This is an optimization exercise on Yosys and OpenROAD, whose aim is small area and a short achievable clock period, not a production implementation. The RTL was checked by simulation tests, not by an equivalence proof against the original design. Power is estimated from default activity; no workload was simulated.

==> run a: inputs <==
==> flow/design.v <==
package mips_pkg;
    localparam int XLEN   = 32;
    localparam int REG_AW = 5;
    typedef union packed {
        struct packed {
            logic [5:0]        opcode;
            logic [REG_AW-1:0] rs;
            logic [REG_AW-1:0] rt;
            logic [REG_AW-1:0] rd;
            logic [4:0]        sa;
            logic [5:0]        funct;
        } r;
        struct packed {
            logic [5:0]        opcode;
            logic [REG_AW-1:0] rs;
            logic [REG_AW-1:0] rt;
            logic [15:0]       imm;
        } i;
        struct packed {
            logic [5:0]  opcode;
            logic [25:0] target;
        } j;
    } instr_t;
    localparam logic [5:0] OP_SPECIAL = 6'h00;
    localparam logic [5:0] OP_REGIMM  = 6'h01;
    localparam logic [5:0] OP_J       = 6'h02;
    localparam logic [5:0] OP_JAL     = 6'h03;
    localparam logic [5:0] OP_BEQ     = 6'h04;
    localparam logic [5:0] OP_BNE     = 6'h05;
    localparam logic [5:0] OP_BLEZ    = 6'h06;
    localparam logic [5:0] OP_BGTZ    = 6'h07;
    localparam logic [5:0] OP_ANDI    = 6'h0c;
    localparam logic [5:0] OP_ORI     = 6'h0d;
    localparam logic [5:0] OP_XORI    = 6'h0e;
    localparam logic [5:0] OP_LUI     = 6'h0f;
    localparam logic [5:0] FUNCT_SLL  = 6'h00;
    localparam logic [5:0] FUNCT_SRL  = 6'h02;
    localparam logic [5:0] FUNCT_SRA  = 6'h03;
    localparam logic [5:0] FUNCT_SLLV = 6'h04;
    localparam logic [5:0] FUNCT_SRLV = 6'h06;
    localparam logic [5:0] FUNCT_SRAV = 6'h07;
    localparam logic [5:0] FUNCT_JR   = 6'h08;
    localparam logic [5:0] FUNCT_JALR = 6'h09;
    localparam logic [5:0] FUNCT_MOVZ = 6'h0a;
    localparam logic [5:0] FUNCT_MOVN = 6'h0b;
    localparam logic [5:0] FUNCT_AND  = 6'h24;
    localparam logic [5:0] FUNCT_OR   = 6'h25;
    localparam logic [5:0] FUNCT_XOR  = 6'h26;
    localparam logic [5:0] FUNCT_NOR  = 6'h27;
    localparam logic [REG_AW-1:0] RT_BLTZ   = 5'h00;
    localparam logic [REG_AW-1:0] RT_BGEZ   = 5'h01;
    localparam logic [REG_AW-1:0] RT_BLTZAL = 5'h10;
    localparam logic [REG_AW-1:0] RT_BGEZAL = 5'h11;
    localparam logic [3:0] ALU_OR  = 4'd0;
    localparam logic [3:0] ALU_AND = 4'd1;
    localparam logic [3:0] ALU_XOR = 4'd2;
    localparam logic [3:0] ALU_NOR = 4'd3;
    localparam logic [3:0] ALU_SLL = 4'd4;
    localparam logic [3:0] ALU_SRL = 4'd5;
    localparam logic [3:0] ALU_SRA = 4'd6;
    localparam logic [3:0] ALU_ADD = 4'd7;
    localparam logic [1:0] SRC_RT  = 2'd0;
    localparam logic [1:0] SRC_IMM = 2'd1;
    localparam logic [1:0] SRC_SA  = 2'd2;
    localparam logic [1:0] SRC_PC  = 2'd3;  
    localparam logic [3:0] BR_NONE = 4'd0;
    localparam logic [3:0] BR_EQ   = 4'd1;
    localparam logic [3:0] BR_NE   = 4'd2;
    localparam logic [3:0] BR_GTZ  = 4'd3;
    localparam logic [3:0] BR_LEZ  = 4'd4;
    localparam logic [3:0] BR_LTZ  = 4'd5;
    localparam logic [3:0] BR_GEZ  = 4'd6;
    localparam logic [3:0] BR_JUMP = 4'd7;
    localparam logic [3:0] BR_JREG = 4'd8;
    localparam logic [REG_AW-1:0] LINK_REG = 5'd31;
endpackage
import mips_pkg::*;
module mips_core #(
    parameter logic [mips_pkg::XLEN-1:0] P_RESET_PC = '0
) (
    input  logic                            i_clk,
    input  logic                            i_reset,
    input  logic                            i_instr_valid,
    input  mips_pkg::instr_t                i_instr,
    output logic                            o_instr_ready,
    input  logic                            i_ret_ready,
    output logic                            o_ret_valid,
    output logic                            o_ret_wr,
    output logic [mips_pkg::XLEN-1:0]       o_ret_pc,
    output logic [mips_pkg::XLEN-1:0]       o_ret_wdata,
    output logic [mips_pkg::XLEN-1:0]       o_ret_next_pc,
    output logic [mips_pkg::REG_AW-1:0]     o_ret_waddr
);
    logic            valid;      
    logic [31:0]     pc_q;       
    logic [31:0]     a_q;        
    logic [31:0]     b_q;        
    logic [31:0]     alt_q;      
    logic [4:0]      shamt_q;
    logic            sh_left_q, sh_arith_q;
    logic            land_q, lor_q, lxor_q, lnor_q, lpb_q, lpa_q, lsh_q;
    logic            beq_q, bne_q, blez_q, bgtz_q, bltz_q, bgez_q, jmp_q, jr_q;
    logic            wr_q, movz_q, movn_q;
    logic [4:0]      waddr_q;
    logic [31:0]     regs [1:31];
    logic            load, retire;
    assign o_instr_ready = !valid || i_ret_ready;
    assign load          = i_instr_valid && o_instr_ready;
    assign retire        = valid && i_ret_ready;
    logic        a_zero, b_zero, ab_eq, taken;
    logic [31:0] pc4, next_pc, shifted, result;
    assign a_zero = (a_q == 32'd0);
    assign b_zero = (b_q == 32'd0);
    assign ab_eq  = (a_q == b_q);
    assign pc4    = {pc_q[31:2] + 30'd1, pc_q[1:0]};
    always_comb begin
        taken = (beq_q  && ab_eq)
             || (bne_q  && !ab_eq)
             || (blez_q && (a_q[31] || a_zero))
             || (bgtz_q && !a_q[31] && !a_zero)
             || (bltz_q && a_q[31])
             || (bgez_q && !a_q[31]);
        if (jr_q)
            next_pc = a_q;
        else if (jmp_q || taken)
            next_pc = alt_q;
        else
            next_pc = pc4;
    end
    logic fill;
    assign fill = sh_arith_q && b_q[31];
    always_comb begin
        shifted = b_q;
        for (int i = 0; i < 5; i++) begin
            if (shamt_q[i]) begin
                if (sh_left_q)
                    shifted = shifted << (1 << i);
                else
                    shifted = (shifted >> (1 << i)) | ({32{fill}} << (32 - (1 << i)));
            end
        end
    end
    assign result = ({32{land_q}} & (a_q & b_q))
                  | ({32{lor_q}}  & (a_q | b_q))
                  | ({32{lxor_q}} & (a_q ^ b_q))
                  | ({32{lnor_q}} & ~(a_q | b_q))
                  | ({32{lpb_q}}  & b_q)
                  | ({32{lpa_q}}  & a_q)
                  | ({32{lsh_q}}  & shifted);
    assign o_ret_valid   = valid;
    assign o_ret_pc      = pc_q;
    assign o_ret_next_pc = next_pc;
    assign o_ret_wdata   = result;
    assign o_ret_waddr   = waddr_q;
    assign o_ret_wr      = wr_q || (movz_q && b_zero) || (movn_q && !b_zero);
    logic [5:0]  opc, fn;
    logic [4:0]  rs_f, rt_f, rd_f, sa_f;
    logic [15:0] imm;
    logic        special, regimm_ok, is_ilogic, is_rlogic, is_shift, is_mov, is_jr, is_jalr;
    logic        is_jal, is_j, link, link31, is_lui;
    logic [1:0]  lop;
    logic [4:0]  wa;
    assign opc       = i_instr.r.opcode;
    assign rs_f      = i_instr.r.rs;
    assign rt_f      = i_instr.r.rt;
    assign rd_f      = i_instr.r.rd;
    assign sa_f      = i_instr.r.sa;
    assign fn        = i_instr.r.funct;
    assign imm       = i_instr.i.imm;
    assign special   = (opc == 6'h00);
    assign regimm_ok = (opc == 6'h01) && (rt_f[3:1] == 3'b000);
    assign is_ilogic = (opc[5:2] == 4'b0011);
    assign is_lui    = (opc == 6'h0f);
    assign is_rlogic = special && (fn[5:2] == 4'b1001);
    assign is_shift  = special && (fn[5:3] == 3'b000) && (fn[1:0] != 2'b01);
    assign is_mov    = special && (fn[5:1] == 5'b00101);
    assign is_jr     = special && (fn[5:1] == 5'b00100);
    assign is_jalr   = special && (fn == 6'h09);
    assign is_jal    = (opc == 6'h03);
    assign is_j      = (opc[5:1] == 5'b00001);
    assign link31    = is_jal || (regimm_ok && rt_f[4]);
    assign link      = link31 || is_jalr;
    assign lop       = special ? fn[1:0] : opc[1:0];
    assign wa        = special ? rd_f : (link31 ? 5'd31 : rt_f);
    logic [31:0] rs_raw, rt_raw, rs_v, rt_v;
    always_comb begin
        rs_raw = '0;
        rt_raw = '0;
        for (int k = 1; k < 32; k++) begin
            rs_raw = rs_raw | ({32{rs_f == 5'(k)}} & regs[k]);
            rt_raw = rt_raw | ({32{rt_f == 5'(k)}} & regs[k]);
        end
        rs_v = (valid && o_ret_wr && (waddr_q == rs_f)) ? result : rs_raw;
        rt_v = (valid && o_ret_wr && (waddr_q == rt_f)) ? result : rt_raw;
    end
    logic [31:0] new_pc, new_pc4, new_alt, b_alt;
    logic [30:0] br_sum;
    assign new_pc  = valid ? next_pc : pc_q;
    assign new_pc4 = {new_pc[31:2] + 30'd1, new_pc[1:0]};
    assign br_sum  = {new_pc[31:2], 1'b1} + {{14{imm[15]}}, imm, 1'b1};
    assign new_alt = is_j ? {new_pc4[31:28], i_instr.j.target, 2'b00}
                          : {br_sum[30:1], new_pc[1:0]};
    assign b_alt   = is_lui ? {imm, 16'h0000} : (is_ilogic ? {16'h0000, imm} : new_pc4);
    always_ff @(posedge i_clk) begin
        if (i_reset)
            valid <= 1'b0;
        else if (load)
            valid <= 1'b1;
        else if (i_ret_ready)
            valid <= 1'b0;
    end
    always_ff @(posedge i_clk) begin
        if (i_reset)
            pc_q <= P_RESET_PC;
        else if (retire)
            pc_q <= next_pc;
    end
    always_ff @(posedge i_clk) begin
        if (load) begin
            a_q        <= rs_v;
            b_q        <= (is_ilogic || link) ? b_alt : rt_v;
            alt_q      <= new_alt;
            shamt_q    <= fn[2] ? rs_v[4:0] : sa_f;
            sh_left_q  <= !fn[1];
            sh_arith_q <= fn[0];
            land_q     <= (is_rlogic || is_ilogic) && (lop == 2'b00);
            lor_q      <= (is_rlogic || is_ilogic) && (lop == 2'b01);
            lxor_q     <= (is_rlogic || is_ilogic) && (lop == 2'b10);
            lnor_q     <= is_rlogic && (lop == 2'b11);
            lpb_q      <= is_lui || link;
            lpa_q      <= is_mov;
            lsh_q      <= is_shift;
            beq_q      <= (opc == 6'h04);
            bne_q      <= (opc == 6'h05);
            blez_q     <= (opc == 6'h06);
            bgtz_q     <= (opc == 6'h07);
            bltz_q     <= regimm_ok && !rt_f[0];
            bgez_q     <= regimm_ok && rt_f[0];
            jmp_q      <= is_j;
            jr_q       <= is_jr;
            wr_q       <= (is_ilogic || is_rlogic || is_shift || link) && (wa != 5'd0);
            movz_q     <= is_mov && !fn[0] && (wa != 5'd0);
            movn_q     <= is_mov && fn[0] && (wa != 5'd0);
            waddr_q    <= wa;
        end
    end
    logic        commit;
    logic [31:0] wb_data;
    assign commit  = retire && o_ret_wr;
    assign wb_data = result & {32{!i_reset}};
    always_ff @(posedge i_clk) begin
        for (int k = 1; k < 32; k++) begin
            if (i_reset || (commit && (waddr_q == 5'(k))))
                regs[k] <= wb_data;
        end
    end
endmodule
==> flow/run.sh <==
#!/bin/bash
# synth_recipe.tcl (not shown) runs the flow's synth.tcl, then flattens the netlist and writes it again
# the make line also repeats each setting of config.mk as NAME=value (left out here)
make -C /OpenROAD-flow-scripts/flow DESIGN_CONFIG=/design/flow/config.mk WORK_HOME=/design/flow/orfs CLKGATE_MAP_FILE= SYNTH_SCRIPT=/design/flow/synth_recipe.tcl finish
==> flow/config.mk <==
export PLATFORM = sky130hd
export DESIGN_NAME = mips_core
export DESIGN_NICKNAME = mips_core
export VERILOG_FILES = /design/flow/design.v
export SDC_FILE = /design/flow/constraint.sdc
export NUM_CORES = 4
export LEC_CHECK = 0
export CAP_MARGIN = 20
export CORE_MARGIN = 2
export CORE_UTILIZATION = 50
export SETUP_SLACK_MARGIN = 5
export SLEW_MARGIN = 20
==> flow/constraint.sdc <==
create_clock -name core_clock -period 10.0 [get_ports {i_clk}]
set_input_delay 2.0000 -clock core_clock [delete_from_list [all_inputs] [get_ports {i_clk}]]
set_output_delay 2.0000 -clock core_clock [all_outputs]
set_load 0.01 [all_outputs]
==> inputs of run b, as changes to run a <==
--- a/flow/design.v
+++ b/flow/design.v
@@ -96,9 +96,10 @@
     logic [31:0]     a_q;        
     logic [31:0]     b_q;        
     logic [31:0]     alt_q;      
-    logic [4:0]      shamt_q;
-    logic            sh_left_q, sh_arith_q;
-    logic            land_q, lor_q, lxor_q, lnor_q, lpb_q, lpa_q, lsh_q;
+    logic [4:1]      shl_q, shr_q;
+    logic            sh1_q, sh_arith_q;
+    logic [3:0]      lut_q;
+    logic            llink_q;    
     logic            beq_q, bne_q, blez_q, bgtz_q, bltz_q, bgez_q, jmp_q, jr_q;
     logic            wr_q, movz_q, movn_q;
     logic [4:0]      waddr_q;
@@ -120,33 +121,26 @@
              || (bgtz_q && !a_q[31] && !a_zero)
              || (bltz_q && a_q[31])
              || (bgez_q && !a_q[31]);
-        if (jr_q)
-            next_pc = a_q;
-        else if (jmp_q || taken)
-            next_pc = alt_q;
-        else
-            next_pc = pc4;
-    end
-    logic fill;
+        next_pc = ({32{jr_q}} & a_q)
+                | ({32{!jr_q && (jmp_q || taken)}} & alt_q)
+                | ({32{!jr_q && !jmp_q && !taken}} & pc4);
+    end
+    logic        fill;
+    logic [31:0] lut_r;
     assign fill = sh_arith_q && b_q[31];
     always_comb begin
-        shifted = b_q;
-        for (int i = 0; i < 5; i++) begin
-            if (shamt_q[i]) begin
-                if (sh_left_q)
-                    shifted = shifted << (1 << i);
-                else
-                    shifted = (shifted >> (1 << i)) | ({32{fill}} << (32 - (1 << i)));
-            end
-        end
-    end
-    assign result = ({32{land_q}} & (a_q & b_q))
-                  | ({32{lor_q}}  & (a_q | b_q))
-                  | ({32{lxor_q}} & (a_q ^ b_q))
-                  | ({32{lnor_q}} & ~(a_q | b_q))
-                  | ({32{lpb_q}}  & b_q)
-                  | ({32{lpa_q}}  & a_q)
-                  | ({32{lsh_q}}  & shifted);
+        shifted = ({32{shl_q[1]}} & (b_q << 2))
+                | ({32{shr_q[1]}} & {{2{fill}}, b_q[31:2]})
+                | ({32{sh1_q}}    & b_q);
+        for (int i = 2; i < 5; i++) begin
+            shifted = ({32{shl_q[i]}} & (shifted << (1 << i)))
+                    | ({32{shr_q[i]}} & ((shifted >> (1 << i)) | ({32{fill}} << (32 - (1 << i)))))
+                    | ({32{!(shl_q[i] || shr_q[i])}} & shifted);
+        end
+        for (int i = 0; i < 32; i++)
+            lut_r[i] = lut_q[{a_q[i], b_q[i]}];
+    end
+    assign result = shifted | lut_r | ({32{llink_q}} & pc4);
     assign o_ret_valid   = valid;
     assign o_ret_pc      = pc_q;
     assign o_ret_next_pc = next_pc;
@@ -193,14 +187,33 @@
         rs_v = (valid && o_ret_wr && (waddr_q == rs_f)) ? result : rs_raw;
         rt_v = (valid && o_ret_wr && (waddr_q == rt_f)) ? result : rt_raw;
     end
-    logic [31:0] new_pc, new_pc4, new_alt, b_alt;
+    logic [4:0]  shamt;
+    logic [3:0]  lut;
+    logic        sh0_l, sh0_r;
+    assign shamt = fn[2] ? rs_v[4:0] : sa_f;
+    assign sh0_l = is_shift && shamt[0] && !fn[1];
+    assign sh0_r = is_shift && shamt[0] && fn[1];
+    always_comb begin
+        lut = 4'b0000;
+        if (is_rlogic || is_ilogic) begin
+            case (lop)
+                2'b00: lut = 4'b1000;                           
+                2'b01: lut = 4'b1110;                           
+                2'b10: lut = 4'b0110;                           
+                default: lut = is_rlogic ? 4'b0001 : 4'b1010;   
+            endcase
+        end else if (is_mov) begin
+            lut = 4'b1100;                                      
+        end
+    end
+    logic [31:0] new_pc, new_pc4, new_alt, b_imm;
     logic [30:0] br_sum;
     assign new_pc  = valid ? next_pc : pc_q;
     assign new_pc4 = {new_pc[31:2] + 30'd1, new_pc[1:0]};
     assign br_sum  = {new_pc[31:2], 1'b1} + {{14{imm[15]}}, imm, 1'b1};
     assign new_alt = is_j ? {new_pc4[31:28], i_instr.j.target, 2'b00}
                           : {br_sum[30:1], new_pc[1:0]};
-    assign b_alt   = is_lui ? {imm, 16'h0000} : (is_ilogic ? {16'h0000, imm} : new_pc4);
+    assign b_imm   = is_lui ? {imm, 16'h0000} : {16'h0000, imm};
     always_ff @(posedge i_clk) begin
         if (i_reset)
             valid <= 1'b0;
@@ -218,18 +231,14 @@
     always_ff @(posedge i_clk) begin
         if (load) begin
             a_q        <= rs_v;
-            b_q        <= (is_ilogic || link) ? b_alt : rt_v;
+            b_q        <= is_ilogic ? b_imm : (sh0_l ? {rt_v[30:0], 1'b0} : (sh0_r ? {fn[0] && rt_v[31], rt_v[31:1]} : rt_v));
             alt_q      <= new_alt;
-            shamt_q    <= fn[2] ? rs_v[4:0] : sa_f;
-            sh_left_q  <= !fn[1];
+            shl_q      <= shamt[4:1] & {4{is_shift && !fn[1]}};
+            shr_q      <= shamt[4:1] & {4{is_shift && fn[1]}};
+            sh1_q      <= is_shift && !shamt[1];
             sh_arith_q <= fn[0];
-            land_q     <= (is_rlogic || is_ilogic) && (lop == 2'b00);
-            lor_q      <= (is_rlogic || is_ilogic) && (lop == 2'b01);
-            lxor_q     <= (is_rlogic || is_ilogic) && (lop == 2'b10);
-            lnor_q     <= is_rlogic && (lop == 2'b11);
-            lpb_q      <= is_lui || link;
-            lpa_q      <= is_mov;
-            lsh_q      <= is_shift;
+            lut_q      <= lut;
+            llink_q    <= link;
             beq_q      <= (opc == 6'h04);
             bne_q      <= (opc == 6'h05);
             blez_q     <= (opc == 6'h06);
==> flow/flow/run.sh (new file) <==
#!/bin/bash
# The standard layout, except that the ports are buffered with plain
# buffers (buf_4) instead of the delay cells buffer_ports picks by default.
set -euo pipefail
bash standard.sh "BUFFER_PORTS_ARGS=-buffer_cell sky130_fd_sc_hd__buf_4" finish > standard_flow.log 2>&1
==> flow/standard.sh (new file) <==
#!/bin/bash
# synth_recipe.tcl (not shown) runs the flow's synth.tcl, then flattens the netlist and writes it again
# the make line also repeats each setting of config.mk as NAME=value (left out here)
make -C /OpenROAD-flow-scripts/flow DESIGN_CONFIG=/design/flow/config.mk WORK_HOME=/design/flow/orfs CLKGATE_MAP_FILE= SYNTH_SCRIPT=/design/flow/synth_recipe.tcl "${@:-finish}"
- CORE_UTILIZATION: 50 -> 55
- CTS_CLUSTER_DIAMETER: default -> 100
- CTS_CLUSTER_SIZE: default -> 24
- TNS_END_PERCENT: default -> 0
removed: flow/run.sh
==> results.txt <==
- Run b produced a clean layout. Run a went through all stages and came out clean.
- Against run b, the worst hold slack of run a is lower by 0.058 ns.
- Maximum frequency: run b is higher than run a (6.2%).
- In run b the die area is lower than in run a, by about 13%.
- Between run a and run b, the lower sequential power is in run a (gap about 0.8%, measured against run b).
==> figures <==
Reg2reg setup slack: run a 4.11 ns; run b 4.65 ns
Number of H-tree branching levels: run a 3; run b 2
Tap cell count: run a 1524; run b 1298
Total Power: run a 14.1 mW; run b 11.3 mW
Outcome: run a finished clean; run b finished clean
Detailed-routed wire length on met3: run a 55900 µm; run b 49400 µm
Fraction of area in clock buffers and inverters: run a 5.18%; run b 2.70%
Largest vdd supply drop: run a 0.000165 V; run b 0.000213 V
R2r worst-path depth: run a 24; run b 20
Slew of the pin with the lowest slew margin: run a 1.17 ns; run b 1.30 ns

==> separate check: timing with driven ports <==
How much do the figures lean on ideal ports? The routed layouts below were timed once more, with nothing changed but the port constraints.
Step 1 (the two cells are an assumption about what drives the block):
set clk [get_ports {i_clk}]
set_driving_cell -lib_cell sky130_fd_sc_hd__clkbuf_16 $clk
set_driving_cell -lib_cell sky130_fd_sc_hd__buf_2 [delete_from_list [all_inputs] $clk]
Step 2 moves the port delays by t, midway between the first and last clock arrival at a register: inputs arrive t later, outputs are due t later. That takes back most of the time a late clock gives input paths.
Slacks: ideal ports / drivers / drivers and shift; pairs: ideal ports / drivers.
run | shift t [ns] | setup slack, ns | worst setup path at the end | worst slew at a driven data input, ns | pins driven straight from the clock port
run a | 0.837 | 4.040 / 3.962 / 3.926 | input to register | 0.10 | 1
run b | 0.810 | 4.386 / 4.316 / 3.659 | input to register | 0.09 | 1
After both steps every run listed still meets setup and hold. For run b, which loses most, drivers alone change the setup slack by -0.070 ns; drivers and shift together by -0.727 ns.
